This is an optimization exercise on Yosys and OpenROAD, whose aim is small area, a short achievable clock period and few clock cycles per item, not a production implementation.
In this exercise RTL edits were held to simulation tests only and were not proved equivalent to the original.

## old
==> flow/design.v (excerpt) <==
module aes_top (
  input  logic         clk,
  input  logic         rst,
  input  logic         start_i,
  input  logic [127:0] plaintext_i,
  input  logic [127:0] key_i,
  output logic [127:0] ciphertext_o,
  output logic         done_o
);
  aes_core core0 (
    .clk(clk), .rst(rst), .start_i(start_i), .plaintext_i(plaintext_i), .key_i(key_i),
    .ciphertext_o(ciphertext_o), .done_o(done_o)
  );
endmodule
Settings: LEC_CHECK=0, CAP_MARGIN=20, CORE_MARGIN=2, CORE_UTILIZATION=50, SETUP_SLACK_MARGIN=0.2, SLEW_MARGIN=20; clock period 6.0 ns.
standard.sh (not shown) runs the stock make flow with config.mk's settings and CLKGATE_MAP_FILE= SYNTH_SCRIPT=/design/flow/synth_recipe.tcl, a recipe that flattens the netlist after the stock synthesis.
==> flow/flow/run.sh <==
#!/bin/bash
# Own flow: the standard layout (standard.sh) with these changes:
# - synthesis maps the logic with the area-oriented ABC script
#   flow/map_area.abc in place of ORFS's speed script (the rest of the standard flow's
#   synthesis script synth_recipe.tcl is unchanged: registers, flattening and
#   renaming are the standard ones);
# - every input and output port still gets a buffer, a buf_1;
# - no half-adder extraction (ADDER_MAP_FILE empty): the S-box XOR/AND pairs stay separate gates.
# Each step's full log is under orfs/logs; make's output is in flow_make.log.
set -euo pipefail
W=$PWD
{
  # replace the -script of ORFS's ABC call, and drop its -D delay target
  echo "proc abc {args} {"
  echo "  set i [lsearch -exact \$args -script]"
  echo "  set a [lreplace \$args \$i [expr {\$i + 1}] -script {$W/flow/map_area.abc}]"
  echo "  set j [lsearch -exact \$a -D]"
  echo "  if {\$j >= 0} { set a [lreplace \$a \$j [expr {\$j + 1}]] }"
  echo "  yosys abc {*}\$a"
  echo "}"
  cat "$W/synth_recipe.tcl"
} > "$W/flow_synth.tcl"
bash "$W/standard.sh" SYNTH_SCRIPT="$W/flow_synth.tcl" \
  "BUFFER_PORTS_ARGS=-buffer_cell sky130_fd_sc_hd__buf_1" ADDER_MAP_FILE= finish > "$W/flow_make.log" 2>&1
==> flow/flow/map_area.abc <==
strash
&get -n
&st
&dch
&nf -R 1000
&put
topo
stime -c
buffer -c
upsize -c
dnsize -c
old finished all stages; the layout is clean.
Testbench counts of old, summed over its fixed seeds: cycles 3,528, blocks 320.
For new, these inputs were changed with respect to old:
# old
export LEC_CHECK = 0
export CAP_MARGIN = 20
export CORE_MARGIN = 2
export CORE_UTILIZATION = 50
export SETUP_SLACK_MARGIN = 0.2
export SLEW_MARGIN = 20
create_clock -name core_clock -period 6.0 [get_ports {clk}]
# new
export LEC_CHECK = 0
export CAP_MARGIN = 20
export CORE_MARGIN = 2
export CORE_UTILIZATION = 40
export SETUP_SLACK_MARGIN = 0.2
export SLEW_MARGIN = 20
create_clock -name core_clock -period 6.0 [get_ports {clk}]
## What came out
[new] post-route fraction of the period consumed by the critical path fell 0.56 points relative to old. Min vias after detailed routing across new and old: new. Hold slack, new and old: lower on new. Any difference in share of the final layout cell area in sequential cells between old and new is small enough to ignore. Side by side, clock tree buffer count of the final layout turned out lower in new than in old. NOTE non-filler instance count after layout old->new increased by a few percent.

========
aes_top, a different RTL version from the one above (not shown whole).
Size: about 4700 cells after synthesis, about 260 flip-flops, roughly 390 I/O pins, ~0.037 mm^2 of cells after synthesis.
clock: 6.0 ns
lec_check: 0
cap_margin: 20
core_margin: 2
core_utilization: 40
setup_slack_margin: 0.2
slew_margin: 20
==> flow/flow/run.sh <==
#!/bin/bash
# Own flow: the standard layout (standard.sh) with three changes:
# - synthesis maps the logic with the area-oriented ABC script
#   flow/map_area.abc in place of ORFS's speed script (the rest of the standard flow's
#   synthesis script synth_recipe.tcl is unchanged: registers, flattening and
#   renaming are the standard ones);
# - (flat synthesis, as in the standard flow)
# - every input and output port still gets a buffer, a buf_1.
# - no half-adder extraction (ADDER_MAP_FILE empty): the S-box XOR/AND pairs stay separate gates.
# Each step's full log is under orfs/logs; make's output is in flow_make.log.
set -euo pipefail
W=$PWD
{
  # replace the -script of ORFS's ABC call, and drop its -D delay target
  echo "proc abc {args} {"
  echo "  set i [lsearch -exact \$args -script]"
  echo "  set a [lreplace \$args \$i [expr {\$i + 1}] -script {$W/flow/map_area.abc}]"
  echo "  set j [lsearch -exact \$a -D]"
  echo "  if {\$j >= 0} { set a [lreplace \$a \$j [expr {\$j + 1}]] }"
  echo "  yosys abc {*}\$a"
  echo "}"
  cat "$W/synth_recipe.tcl"
} > "$W/flow_synth.tcl"
bash "$W/standard.sh" SYNTH_SCRIPT="$W/flow_synth.tcl" \
  "BUFFER_PORTS_ARGS=-buffer_cell sky130_fd_sc_hd__buf_1" ADDER_MAP_FILE= finish > "$W/flow_make.log" 2>&1
Scripts as last shown in full above: flow/flow/map_area.abc
Testbench counts at the start, summed over its fixed seeds: cycles 3,528, blocks 320.
Rerun with:
Settings changed: CTS_BUF_LIST from default to sky130_fd_sc_hd__clkbuf_8.
=> The new run passed the timing, DRC and antenna checks; non-clock buffer count increases by 1; via count hardly moves; sequential cell count does not change; routed wire length stays flat; clock-buffer cell count came out higher by 20; register-to-register slack is worse by 60 ps; synthesized area does not change; final area barely changes; global-route usage hardly moves.

========
aes_top again, from the RTL that the note above started with.
export LEC_CHECK = 0
export CAP_MARGIN = 20
export CORE_MARGIN = 2
export CORE_UTILIZATION = 55
export SLEW_MARGIN = 20
create_clock -name core_clock -period 6.0 [get_ports {clk}]
==> flow/flow/run.sh <==
#!/bin/bash
# Own flow: the standard layout (standard.sh) with three changes:
# - synthesis maps the logic with the area-oriented ABC script
#   flow/map_area.abc in place of ORFS's speed script (the rest of the standard flow's
#   synthesis script synth_recipe.tcl is unchanged: registers, flattening and
#   renaming are the standard ones);
# - each module is mapped on its own (SYNTH_HIERARCHICAL, then flattened by
#   synth_recipe.tcl), which keeps the RTL's grouping of the XOR trees;
# - every input and output port still gets a buffer, a buf_2.
# Each step's full log is under orfs/logs; make's output is in flow_make.log.
set -euo pipefail
W=$PWD
{
  # replace the -script of ORFS's ABC call, and drop its -D delay target
  echo "proc abc {args} {"
  echo "  set i [lsearch -exact \$args -script]"
  echo "  set a [lreplace \$args \$i [expr {\$i + 1}] -script {$W/flow/map_area.abc}]"
  echo "  set j [lsearch -exact \$a -D]"
  echo "  if {\$j >= 0} { set a [lreplace \$a \$j [expr {\$j + 1}]] }"
  echo "  yosys abc {*}\$a"
  echo "}"
  cat "$W/synth_recipe.tcl"
} > "$W/flow_synth.tcl"
bash "$W/standard.sh" SYNTH_SCRIPT="$W/flow_synth.tcl" SYNTH_HIERARCHICAL=1 SYNTH_MINIMUM_KEEP_SIZE=0 \
  "BUFFER_PORTS_ARGS=-buffer_cell sky130_fd_sc_hd__buf_2" finish > "$W/flow_make.log" 2>&1
Scripts as last shown in full above: flow/flow/map_area.abc
Testbench counts at the start, summed over its fixed seeds: cycles 3,528, blocks 320.
Next try:
--- a/flow/flow/run.sh
+++ b/flow/flow/run.sh
@@ -5,7 +5,7 @@
 #   synthesis script synth_recipe.tcl is unchanged: registers, flattening and
 #   renaming are the standard ones);
-# - each module is mapped on its own (SYNTH_HIERARCHICAL, then flattened by
-#   synth_recipe.tcl), which keeps the RTL's grouping of the XOR trees;
-# - every input and output port still gets a buffer, a buf_2.
+# - (flat synthesis, as in the standard flow)
+# - every input and output port still gets a buffer, a buf_1.
+# - no half-adder extraction (ADDER_MAP_FILE empty): the S-box XOR/AND pairs stay separate gates.
 # Each step's full log is under orfs/logs; make's output is in flow_make.log.
 set -euo pipefail
@@ -22,4 +22,4 @@
   cat "$W/synth_recipe.tcl"
 } > "$W/flow_synth.tcl"
-bash "$W/standard.sh" SYNTH_SCRIPT="$W/flow_synth.tcl" SYNTH_HIERARCHICAL=1 SYNTH_MINIMUM_KEEP_SIZE=0 \
-  "BUFFER_PORTS_ARGS=-buffer_cell sky130_fd_sc_hd__buf_2" finish > "$W/flow_make.log" 2>&1
+bash "$W/standard.sh" SYNTH_SCRIPT="$W/flow_synth.tcl" \
+  "BUFFER_PORTS_ARGS=-buffer_cell sky130_fd_sc_hd__buf_1" ADDER_MAP_FILE= finish > "$W/flow_make.log" 2>&1
==> flow/flow/map_area.abc (replaced) <==
strash
&get -n
&st
&dch
&nf -R 1000
&put
CORE_UTILIZATION = 40   (was 55)
SETUP_SLACK_MARGIN = 0.1   (was default)
Outcome:
- The new run went through all stages and came out clean
- die area went up by 14%
- count of clock-buffer cells in the layout went up by 2
- via count went down by about 5.6%
- setup slack gains 0.083 ns
- critical path depth went up by 1
- global-route usage went down by 8.4 points
Next try:
==> flow/flow/map_area.abc (replaced) <==
strash
&get -n
&st
&dch
&nf -R 1000
&put
topo
stime -c
buffer -c
upsize -c
dnsize -c
SETUP_SLACK_MARGIN = default   (was 0.1)
Setup slack loses 0.20 ns.
Via count rose by about 1.8%.
Register-to-register slack got worse by 0.20 ns.
Synthesized cell count came out higher by about 3.5%.
Final area falls by about 2.3%.
Next try:
SETUP_SLACK_MARGIN = 0.1   (was default)
Result: The new run finished clean. Synthesized area stays the same. Final area rose by 0.56%. Global-route usage stays flat.

-- afterwards: timing with drivers on the ports --
The flow's constraints put no driver on any port. The routed layouts listed below were extracted and timed again, unchanged, in two steps.
Step 1 assumes that a clkbuf_16 drives the clock port and a buf_2 every other input.
Step 2, shift: input delay + t, output delay - t, t = (earliest + latest rising clock arrival at the registers) / 2. This alone moves slack from input paths to output paths.
a / b / c = ideal ports / drivers / drivers and shift; a / b = the first two.
| run | t, ns | slack for setup (ns) | pins driven straight from the clock port |
|---|---|---|---|
| old | 0.635 | 0.378 / 0.378 / 0.017 | 1 |
| new | 0.631 | 0.412 / 0.412 / 0.036 | 1 |
| the first run of note 2 | 0.635 | 0.453 / 0.453 / -0.003 | 1 |
| the second run of note 2 | 0.732 | 0.394 / 0.394 / 0.037 | 1 |
| the first run of note 3 | 0.637 | 0.310 / 0.310 / -0.050 | 1 |
| the second run of note 3 | 0.625 | 0.393 / 0.393 / 0.123 | 1 |
| the third run of note 3 | 0.632 | 0.197 / 0.197 / -0.237 | 1 |
| the fourth run of note 3 | 0.637 | 0.300 / 0.300 / -0.166 | 1 |
With both steps, setup timing fails in the first run of note 2, the first run of note 3, the third run of note 3 and the fourth run of note 3, where it was met with ideal ports. The setup slack of the fourth run of note 3, which loses most, moves by 0.000 ns with the drivers and by -0.466 ns with both steps.
